Background: an optimization exercise with open tools, aiming at small area and a short achievable clock period. Do not read the settings as production practice.
RTL that was checked went through simulation tests only; none was proved equivalent to the original.
For run 2, only the layout was checked, not whether the RTL still works.
Power figures rest on the tool's default switching activity, not on a simulated workload.

## flow/design.v (module list and top-level ports; edited modules follow where they fit)
// module adder_tree_25: 1707 lines
module adder_tree_25 (
    input  logic         clk,
    input  logic         rst,
    input  logic         in_valid,
    input  logic [399:0] in_data,
    output logic         res_valid,
    output logic [15:0]  res
);
  // ...
==> flow/flow/run.sh <==
#!/bin/bash
# Own layout flow: the standard flow (standard.sh) with two changes.
#  1. After the standard synthesis, fapol.py re-chooses the polarity of the
#     full-adder cells so that the inverters extract_fa leaves around them go;
#     a Yosys equivalence proof against the standard netlist must pass, else
#     the standard netlist is kept.
#  2. Port buffers are sky130_fd_sc_hd__buf_1 (every port still gets one).
# Each tool writes its full output to a log file of its own in this folder.
set -uo pipefail
export BUFFER_PORTS_ARGS="-buffer_cell sky130_fd_sc_hd__buf_1"
HERE=$(pwd)
bash standard.sh synth > synth.log 2>&1 || exit 1
NET=$HERE/orfs/results/sky130hd/adder_tree_25/base/1_2_yosys.v
cp "$NET" "$HERE/netlist_standard.v"
if python3 "$HERE/flow/fapol.py" "$HERE/netlist_standard.v" "$HERE/netlist_fapol.v" > fapol.log 2>&1; then
  cat > equiv.ys <<EOT
read_liberty -ignore_miss_func $FLOW_HOME/platforms/sky130hd/lib/sky130_fd_sc_hd__tt_025C_1v80.lib
read_verilog $HERE/netlist_standard.v
rename $FLOW_TOP gold
read_verilog $HERE/netlist_fapol.v
rename $FLOW_TOP gate
setattr -mod -unset top gold gate
flatten gold gate
rename -hide gold/w:_* gate/w:_*
equiv_make gold gate eq
hierarchy -top eq
equiv_simple -seq 0
equiv_induct
equiv_status -assert
EOT
  if yosys -s equiv.ys > equiv.log 2>&1; then
    cp "$HERE/netlist_fapol.v" "$NET"
    touch "$NET"
    echo "fapol netlist used" >> fapol.log
  else
    echo "equivalence failed: standard netlist kept" >> fapol.log
  fi
fi
bash standard.sh finish > finish.log 2>&1
==> flow/flow/fapol.py <==
#!/usr/bin/env python3
"""Choose the polarity of every full-adder cell in a mapped sky130 netlist so
that as few inverters as possible remain.

A full adder is self-dual: FA(~a, ~b, ~c) = (~cout, ~sum).  Yosys's extract_fa
often builds full adders with all inputs and outputs inverted, which leaves an
inverter on many full-adder pins.  This pass removes every inverter, picks for
each full adder whether it computes the true or the complemented function, and
then puts back one inverter per net that some pin needs in the other polarity.

usage: fapol.py IN.v OUT.v
The netlist must be flat, with one module and no assign statements; if it is
not, the input is copied unchanged.
"""
import re
import sys
import random
import shutil

OUT_PINS = {"X", "Y", "Q", "Q_N", "SUM", "COUT", "HI", "LO"}
INV_RE = re.compile(r"^sky130_fd_sc_hd__(inv|clkinv)_\d+$")
FA_RE = re.compile(r"^sky130_fd_sc_hd__fa_\d+$")
INST_RE = re.compile(r"^\s*(sky130_fd_sc_hd__\w+)\s+(\\\S+|\w+)\s*\((.*?)\);\s*$", re.S | re.M)
PIN_RE = re.compile(r"\.(\w+)\(\s*([^()]*?)\s*\)")


def main():
    src, dst = sys.argv[1], sys.argv[2]
    text = open(src).read()
    if re.search(r"^\s*assign\s", text, re.M) or text.count("endmodule") != 1:
        print("fapol: netlist has assigns or several modules; left unchanged")
        shutil.copy(src, dst)
        return
    insts = []
    for m in INST_RE.finditer(text):
        pins = dict(PIN_RE.findall(m.group(3)))
        insts.append({"type": m.group(1), "name": m.group(2), "pins": pins,
                      "span": m.span()})
    # ports
    outports = set()
    for m in re.finditer(r"^\s*output\s+(\[(\d+):(\d+)\]\s*)?(\S+)\s*;", text, re.M):
        name = m.group(4)
        if m.group(1):
            hi, lo = int(m.group(2)), int(m.group(3))
            for i in range(min(hi, lo), max(hi, lo) + 1):
                outports.add(f"{name}[{i}]")
        else:
            outports.add(name)
    driver = {}
    for idx, ins in enumerate(insts):
        for p, n in ins["pins"].items():
            if p in OUT_PINS and n:
                driver[n] = (idx, p)
    # inverters that may go: output not a port
    removable = set()
    for idx, ins in enumerate(insts):
        if INV_RE.match(ins["type"]) and ins["pins"].get("Y") not in outports:
            removable.add(idx)

    def resolve(net):
        pol = 0
        seen = 0
        while net in driver and driver[net][0] in removable:
            net = insts[driver[net][0]]["pins"]["A"]
            pol ^= 1
            seen += 1
            if seen > 1000:
                raise SystemExit("inverter loop")
        return net, pol

    fas = [i for i, ins in enumerate(insts) if FA_RE.match(ins["type"])]
    fa_index = {i: k for k, i in enumerate(fas)}
    # consumers: (inst, pin, root, pol) for every non-removable instance input
    consumers = []
    for idx, ins in enumerate(insts):
        if idx in removable:
            continue
        for p, n in ins["pins"].items():
            if p in OUT_PINS or not n:
                continue
            if re.match(r"^\d+'[bh]", n):
                continue
            r, pol = resolve(n)
            consumers.append((idx, p, r, pol))
    # output ports driven through removable inverters would lose their
    # driver; there are none by construction (their inverter is kept)
    # root owner: FA output roots flip with their FA
    root_fa = {}
    for i in fas:
        for p in ("SUM", "COUT"):
            n = insts[i]["pins"].get(p)
            if n:
                root_fa[n] = fa_index[i]
    flip = [0] * len(fas)
    # per root: list of consumer ids
    by_root = {}
    for cid, (idx, p, r, pol) in enumerate(consumers):
        by_root.setdefault(r, []).append(cid)
    fa_cons = {}  # fa k -> consumer ids on its inputs
    for cid, (idx, p, r, pol) in enumerate(consumers):
        if idx in fa_index:
            fa_cons.setdefault(fa_index[idx], []).append(cid)

    def need(cid):
        # polarity (relative to the root's logical value) the pin must see
        idx, p, r, pol = consumers[cid]
        if idx in fa_index and flip[fa_index[idx]]:
            pol ^= 1
        return pol

    def phys(r):
        k = root_fa.get(r)
        return flip[k] if k is not None else 0

    def root_cost(r):
        ph = phys(r)
        return 1 if any(need(c) != ph for c in by_root.get(r, [])) else 0

    def roots_of_fa(k):
        i = fas[k]
        rs = set()
        for p in ("SUM", "COUT"):
            n = insts[i]["pins"].get(p)
            if n:
                rs.add(n)
        for c in fa_cons.get(k, []):
            rs.add(consumers[c][2])
        return rs

    total = sum(root_cost(r) for r in by_root)
    start = sum(1 for i in removable)
    improved = True
    rounds = 0
    while improved and rounds < 50:
        improved = False
        rounds += 1
        for k in range(len(fas)):
            rs = roots_of_fa(k)
            before = sum(root_cost(r) for r in rs)
            flip[k] ^= 1
            after = sum(root_cost(r) for r in rs)
            if after < before:
                total += after - before
                improved = True
            else:
                flip[k] ^= 1
    # rewrite
    inv_net = {}
    new_insts = []
    for r in sorted(by_root):
        if root_cost(r):
            nn = f"_fapol_n{len(inv_net)}_"
            inv_net[r] = nn
            new_insts.append((nn, r))
    conn = {}
    for cid, (idx, p, r, pol) in enumerate(consumers):
        conn[(idx, p)] = r if need(cid) == phys(r) else inv_net[r]
    out = []
    pos = 0
    for idx, ins in enumerate(insts):
        a, b = ins["span"]
        out.append(text[pos:a])
        pos = b
        if idx in removable:
            continue
        pins = dict(ins["pins"])
        if idx in fa_index and flip[fa_index[idx]]:
            pass  # outputs keep their nets, which now carry the complement
        for p in pins:
            if (idx, p) in conn:
                pins[p] = conn[(idx, p)]
        body = ",\n".join(f"    .{p}({n}{' ' if n.startswith(chr(92)) else ''})" for p, n in pins.items())
        out.append(f"  {ins['type']} {ins['name']} (\n{body}\n  );")
    tail = text[pos:]
    k = tail.rfind("endmodule")
    decl = "".join(f"  wire {nn};\n" for nn, r in new_insts)
    cells = "".join(f"  sky130_fd_sc_hd__inv_1 {nn}inv (\n    .A({r}{' ' if r.startswith(chr(92)) else ''}),\n    .Y({nn})\n  );\n"
                    for nn, r in new_insts)
    out.append(tail[:k] + decl + cells + tail[k:])
    res = "".join(out)
    # the new wires must be declared before use for some readers: move decls up
    mod = re.search(r"^\s*module\s.*?;\s*$", res, re.M | re.S)
    res = res.replace(decl, "", 1)
    res = res[:mod.end()] + "\n" + decl + res[mod.end():]
    open(dst, "w").write(res)
    print(f"fapol: {len(fas)} full adders, {sum(flip)} flipped, inverters {start} -> {len(new_insts)}")


if __name__ == "__main__":
    main()
==> flow/standard.sh <==
#!/bin/bash
# synth_recipe.tcl (not shown) runs the flow's synth.tcl, then flattens the netlist and writes it again
# the make line also repeats each setting of config.mk as NAME=value (left out here)
make -C /OpenROAD-flow-scripts/flow DESIGN_CONFIG=/design/flow/config.mk WORK_HOME=/design/flow/orfs CLKGATE_MAP_FILE= SYNTH_SCRIPT=/design/flow/synth_recipe.tcl "${@:-finish}"
==> flow/config.mk <==
export PLATFORM = sky130hd
export DESIGN_NAME = adder_tree_25
export DESIGN_NICKNAME = adder_tree_25
export VERILOG_FILES = /design/flow/design.v
export SDC_FILE = /design/flow/constraint.sdc
export NUM_CORES = 4
export LEC_CHECK = 0
export CAP_MARGIN = 20
export CORE_MARGIN = 2
export CORE_UTILIZATION = 40
export CTS_BUF_LIST = sky130_fd_sc_hd__clkbuf_8
export CTS_CLUSTER_DIAMETER = 50
export CTS_CLUSTER_SIZE = 14
export SETUP_SLACK_MARGIN = 1.1
export SLEW_MARGIN = 20
==> flow/constraint.sdc <==
create_clock -name core_clock -period 3.0 [get_ports {clk}]
set_input_delay 0.6000 -clock core_clock [delete_from_list [all_inputs] [get_ports {clk}]]
set_output_delay 0.6000 -clock core_clock [all_outputs]
set_load 0.01 [all_outputs]
==> flow_summary_export.csv, run 1 <==
group,metric,value,unit
run_status,status,"finished clean",
place,dpl_cell_area,0.0139,mm2
die,tapCellCount,384,
finish,multi_input_area_share,55.6,%
worst_setup_path,timing.rr.end,"p2_c3_1",
clock_network,cts.repair.resized,18,
pwr,power_density,900,mW/mm2
finish,final_area,0.0144,mm2
die,start_util,40.6,%
sta,fmax,523,MHz
detailed_routing,via_count,6379,
worst_setup_path,endpoint_kind,"register",
detailed_routing,highest_layer,"met4",
clock_network,htreeDepth,4,
finish,layout.nets,1851,
clock_network,cts_buffer_depth,2,
detailed_routing,viasPerCell,4.24,
place,portBuffers,419,
worst_setup_path,cp-endpoint,"p2_c3_1",
synth,syn_inst,671,
worst_setup_path,path_cells,"fa_1 -> fa_1 -> fa_1",
clock_network,cts_tree,"done",
sta,tightest_slew,1.01,ns
place,placed_cells,1470,
clock_network,clkSinkCount,195,
worst_setup_path,worstRegToRegCells,3,
global_route,use_met1,20.3,%
pwr,pwr-share-comb,53.0,%
worst_setup_path,crit_path_start,"p1_c3_4",
==> run 2: changes to the inputs <==
--- a/flow/design.v
+++ b/flow/design.v
@@ -836,18 +836,16 @@
     wire s691;
     wire c692;
     wire s693;
     wire c694;
     wire s695;
     wire c696;
     wire s697;
     logic [15:0] row_a, row_b;
-    logic [10:0] lo_sum, lo_q;
-    logic [5:0] hi_sum, hi_q;
     logic [15:0] sum;
     assign s1 = in_data[0] ^ in_data[16] ^ in_data[32];
     assign c2 = (in_data[0] & in_data[16]) | (in_data[0] & in_data[32]) | (in_data[16] & in_data[32]);
     assign s3 = in_data[48] ^ in_data[64] ^ in_data[80];
     assign c4 = (in_data[48] & in_data[64]) | (in_data[48] & in_data[80]) | (in_data[64] & in_data[80]);
     assign s5 = in_data[96] ^ in_data[112] ^ in_data[128];
     assign c6 = (in_data[96] & in_data[112]) | (in_data[96] & in_data[128]) | (in_data[112] & in_data[128]);
     assign s7 = in_data[144] ^ in_data[160] ^ in_data[176];
@@ -1516,19 +1514,17 @@
     assign c692 = (p2_c12_0 & p2_c12_1) | (p2_c12_0 & p2_c12_2) | (p2_c12_1 & p2_c12_2);
     assign s693 = p2_c13_0 ^ p2_c13_1 ^ p2_c13_2;
     assign c694 = (p2_c13_0 & p2_c13_1) | (p2_c13_0 & p2_c13_2) | (p2_c13_1 & p2_c13_2);
     assign s695 = p2_c14_0 ^ p2_c14_1 ^ p2_c14_2;
     assign c696 = (p2_c14_0 & p2_c14_1) | (p2_c14_0 & p2_c14_2) | (p2_c14_1 & p2_c14_2);
     assign s697 = p2_c15_0 ^ p2_c15_1 ^ p2_c15_2;
     assign row_a = {c696, c694, c692, c690, c688, c686, c684, c682, c680, c678, c676, s675, p2_c3_0, p2_c2_0, p2_c1_0, p2_c0_0};
     assign row_b = {s697, s695, s693, s691, s689, s687, s685, s683, s681, s679, s677, 1'b0, p2_c3_1, 1'b0, 1'b0, 1'b0};
-    assign lo_sum = {1'b0, row_a[9:0]} + {1'b0, row_b[9:0]};
-    assign hi_sum = row_a[15:10] + row_b[15:10];
-    assign sum = {hi_q + {5'd0, lo_q[10]}, lo_q[9:0]};
+    assign sum = row_a + row_b;
     always_ff @(posedge clk) begin
         p1_c0_0 <= s413;
         p1_c1_0 <= s271;
         p1_c1_1 <= c414;
         p1_c1_2 <= s415;
         p1_c1_3 <= s417;
         p1_c1_4 <= s419;
         p1_c2_0 <= c416;
@@ -1678,31 +1674,29 @@
         p2_c13_1 <= c668;
         p2_c13_2 <= s669;
         p2_c14_0 <= s641;
         p2_c14_1 <= c670;
         p2_c14_2 <= s671;
         p2_c15_0 <= s645;
         p2_c15_1 <= c672;
         p2_c15_2 <= s673;
-        lo_q <= lo_sum;
-        hi_q <= hi_sum;
     end
-    logic [2:0] vpipe;
+    logic [1:0] vpipe;
     always_ff @(posedge clk) begin
         if (!rst) begin
             vpipe <= '0;
         end else begin
-            vpipe <= {vpipe[1:0], in_valid};
+            vpipe <= {vpipe[0:0], in_valid};
         end
     end
     always_ff @(posedge clk) begin
         if (!rst) begin
             res_valid <= 1'b0;
             res       <= '0;
         end else begin
-            res_valid <= vpipe[2];
-            if (vpipe[2]) begin
+            res_valid <= vpipe[1];
+            if (vpipe[1]) begin
                 res <= sum;
             end
         end
     end
 endmodule
==> flow/run.sh (new file) <==
#!/bin/bash
# synth_recipe.tcl (not shown) runs the flow's synth.tcl, then flattens the netlist and writes it again
# the make line also repeats each setting of config.mk as NAME=value (left out here)
make -C /OpenROAD-flow-scripts/flow DESIGN_CONFIG=/design/flow/config.mk WORK_HOME=/design/flow/orfs CLKGATE_MAP_FILE= SYNTH_SCRIPT=/design/flow/synth_recipe.tcl finish
==> flow/config.mk (replaced) <==
export PLATFORM = sky130hd
export DESIGN_NAME = adder_tree_25
export DESIGN_NICKNAME = adder_tree_25
export VERILOG_FILES = /design/flow/design.v
export SDC_FILE = /design/flow/constraint.sdc
export NUM_CORES = 4
export LEC_CHECK = 0
export CAP_MARGIN = 20
export CORE_MARGIN = 2
export CORE_UTILIZATION = 40
export SLEW_MARGIN = 20
removed: flow/flow/run.sh
removed: flow/flow/fapol.py
removed: flow/standard.sh
==> flow_summary_export.csv, run 2 <==
group,metric,value,unit
pwr,peakVddDrop,639,uV
synth,syn_inst,1079,
global_route,grt_pass1_vias,9425,
die,start_util,40.7,%
detailed_routing,via_count,7943,
clock_network,clkSinkCount,177,
die,die_h,183,um
sta,fmax,385,MHz
synth,synth_area_leaders,"fa_1, dfxtp_1, inv_1, xnor2_1, ha_1",
detailed_routing,drtIter0Drc,151,
sta,timing.slew.headroom,74.4,%
clock_network,clock_latency,0.43,ns
synth,synth_common_cells,"inv_1, fa_1, dfxtp_1",
synth,synth_area,0.0129,mm2
worst_setup_path,path_class,"reg -> reg",
synth,ys_types,43,
sta,final-max-slew-violation-count,0,
synth,synthMostInstantiatedCell,"inv_1",
die,dieArea,0.0336,mm2
clock_network,root_buffer,"clkbuf_16",
place,dp_hpwl,26700,um
detailed_routing,routed_wl,28600,um
sta,fin_hold_ws,0.366,ns
finish,regMostFlops,"res",
die,row_count,65,
place,placed_cells,1899,
worst_setup_path,path_cells,"inv_1 -> fa_1 -> inv_1 -> ha_1 -> a21o_2 -> a221oi_2 -> o21ai_1 -> a2111oi_2 -> a211oi_1",
detailed_routing,drc,0,
sta,hold_viol_final,0,
finish,area_growth,41.0,%
flow_run,max_cap_viol_count,0,
pwr,power_density,792,mW/mm2
global_route,grt_pass1_wl,46300,um
synth,syn_area_per_cell,11.9,um2
synth,yosysSeqAreaShare,27.5,%
synth,ys_ff_latch,177,
worst_setup_path,cp_slowest_cell,"fa_1",
synth,ys_async_sr_fraction,0,%
clock_network,cts_hold_buf,0,
finish,layout_commonest_cell,"inv_1",
die,die_x,183,um
finish,reg_top3,"res: 16 flops, vpipe: 2 flops",
synth,synth_top_cell_by_area,"fa_1",
synth,yosysWarnings,1,
finish,drive_above_1_share,2.68,%
finish,diodes,0,
finish,layout.nets,2257,
finish,final_area,0.0182,mm2
detailed_routing,routedWlPerCell,14.8,um
worst_setup_path,crit_path_start_kind,"register",
worst_setup_path,critPathBufInv,2,
worst_setup_path,critical-path-top-delay-family,"compound AO/OA/AOI/OAI gates",
die,num_io_pins,420,
clock_network,htreeDepth,4,
synth,yosysTopAreaCellShare,50.7,%
place,portBuffers,419,
place,place_congestion,0.817,
global_route,antenna_found_initial,0,
detailed_routing,firstDrtPassIters,5,
worst_setup_path,crit_required,3.30,ns
sta,rsz0062_at_grt,"no",
sta,setup_viol,0,
run_status,status,"finished clean",
die,core_area,0.0316,mm2
finish,layout.cells.non_filler,1931,
worst_setup_path,cpPeakStageDelay,0.52,ns
pwr,power.static_leakage,8.49,nW
clock_network,path_clk_slew,0.07,ns
global_route,grt_overflow,0,
global_route,grt_max_degree,17,
clock_network,cts_buffers,17,
worst_hold_path,min_path_type,"reg -> reg",
sta,period_share,86.6,%
sta,fin_skew,0.0116,ns
finish,layout_common_cells,"inv_1, clkdlybuf4s50_1, fa_1, dfxtp_1, xnor2_1",
synth,synth_flop_cell,"dfxtp_1",
worst_setup_path,crit_arrival,2.90,ns
worst_setup_path,path_max_fanout,3,
synth,synthesis.nets,1820,
worst_setup_path,endpoint_kind,"register",
place,dpl_cell_area,0.0176,mm2
sta,tightest_slew,0.380,ns
detailed_routing,ant_nets,0,
sta,fin_crit,2.60,ns
sta,tns,0,ns
synth,synth-edff-count,0,
finish,largest_register_ffs,16,
clock_network,cts_buffer_depth,2,
clock_network,cts.repair.resized,0,
worst_setup_path,crit_path_frequent_cell,"inv_1",
clock_network,cts_setup_buffers,0,
clock_network,cts_tree,"done",
detailed_routing,viasPerCell,4.11,
global_route,groute.usage.overall,18.1,%
## run 2: logic make-up after synthesis
family,Yosys count,synth area share [%]
AOI/OAI and AO/OA,34,2.12
xor gates and xnor gates,53,3.60
adders and majority gates,338,51.8
buffers and inverters,435,12.7
DFF,177,27.5
muxes,10,0.777
and+or+nand+nor,32,1.44
## run 2: layout make-up
class	instances	area, um2
fillers	2765	13500
multi-input cells	467	7700
repair buffers	421	4210
flip-flops and latches	177	3540
inverters	432	1620
well taps	402	503
clock buffers	19	453
clock inverters	13	125
## run 2: per-stage QoR
step                      utilization, %  total power, mW  setup slack (ns)
after floorplan                        -             9.74             0.562
after global placement              55.6             12.4             0.161
after detailed placement            55.6             12.5             0.136
after CTS                           57.4             14.8             0.390
after global routing                57.4             16.2             0.233
final                               57.4             14.4             0.402
## run 2: worst paths after layout
check                              from      end  slack (ns)  cells past startpoint
worst min register to register  p1_c0_0  p2_c0_0        0.37                      0
worst min-delay path            p1_c0_0  p2_c0_0        0.37                      0
worst max register to register  p2_c5_0  res[15]        0.40                      9
worst max-delay path            p2_c5_0  res[15]        0.40                      9
## run 2: per-layer routing
metal  wire length, um  track usage (%)  vias to the layer above
met1             10900             20.4                     3868
met5                 0                0                        -
met3              1920             4.44                       23
li1                  -                -                     3793
met4               295             3.52                        0
met2             15500             34.6                      259
## run 2: where the power goes
part / switching, mW / internal [mW]
registers: 0.472 / 3.53
clock network: 0.956 / 1.20
logic: 4.27 / 3.94
total: 5.69 / 8.68

static timing again, ports no longer ideal:
Ports are ideal in the flow. The routed layouts listed here were re-timed in OpenROAD.
Step 1, drivers: a clkbuf_16 drives clk and a buf_2 each remaining input, both assumed.
Step 2 times the ports against the registers' clock, not the clock port: input delays grow and output delays shrink by t, the midpoint of the rising clock arrivals with the driver on.
Three values: ideal, step 1, step 2; two values: the first two.
| run | t, ns | setup slack, ns | worst data-port slew with drivers (ns) |
|---|---|---|---|
| run 1 | 0.495 | 1.088 / 1.088 / 0.611 | 0.10 |
| run 2 | 0.470 | 0.402 / 0.402 / 0.150 | 0.07 |
After both steps setup and hold are still met in every run listed. The setup slack of run 1, which loses most, moves by 0.000 ns with the drivers and by -0.477 ns with both steps.
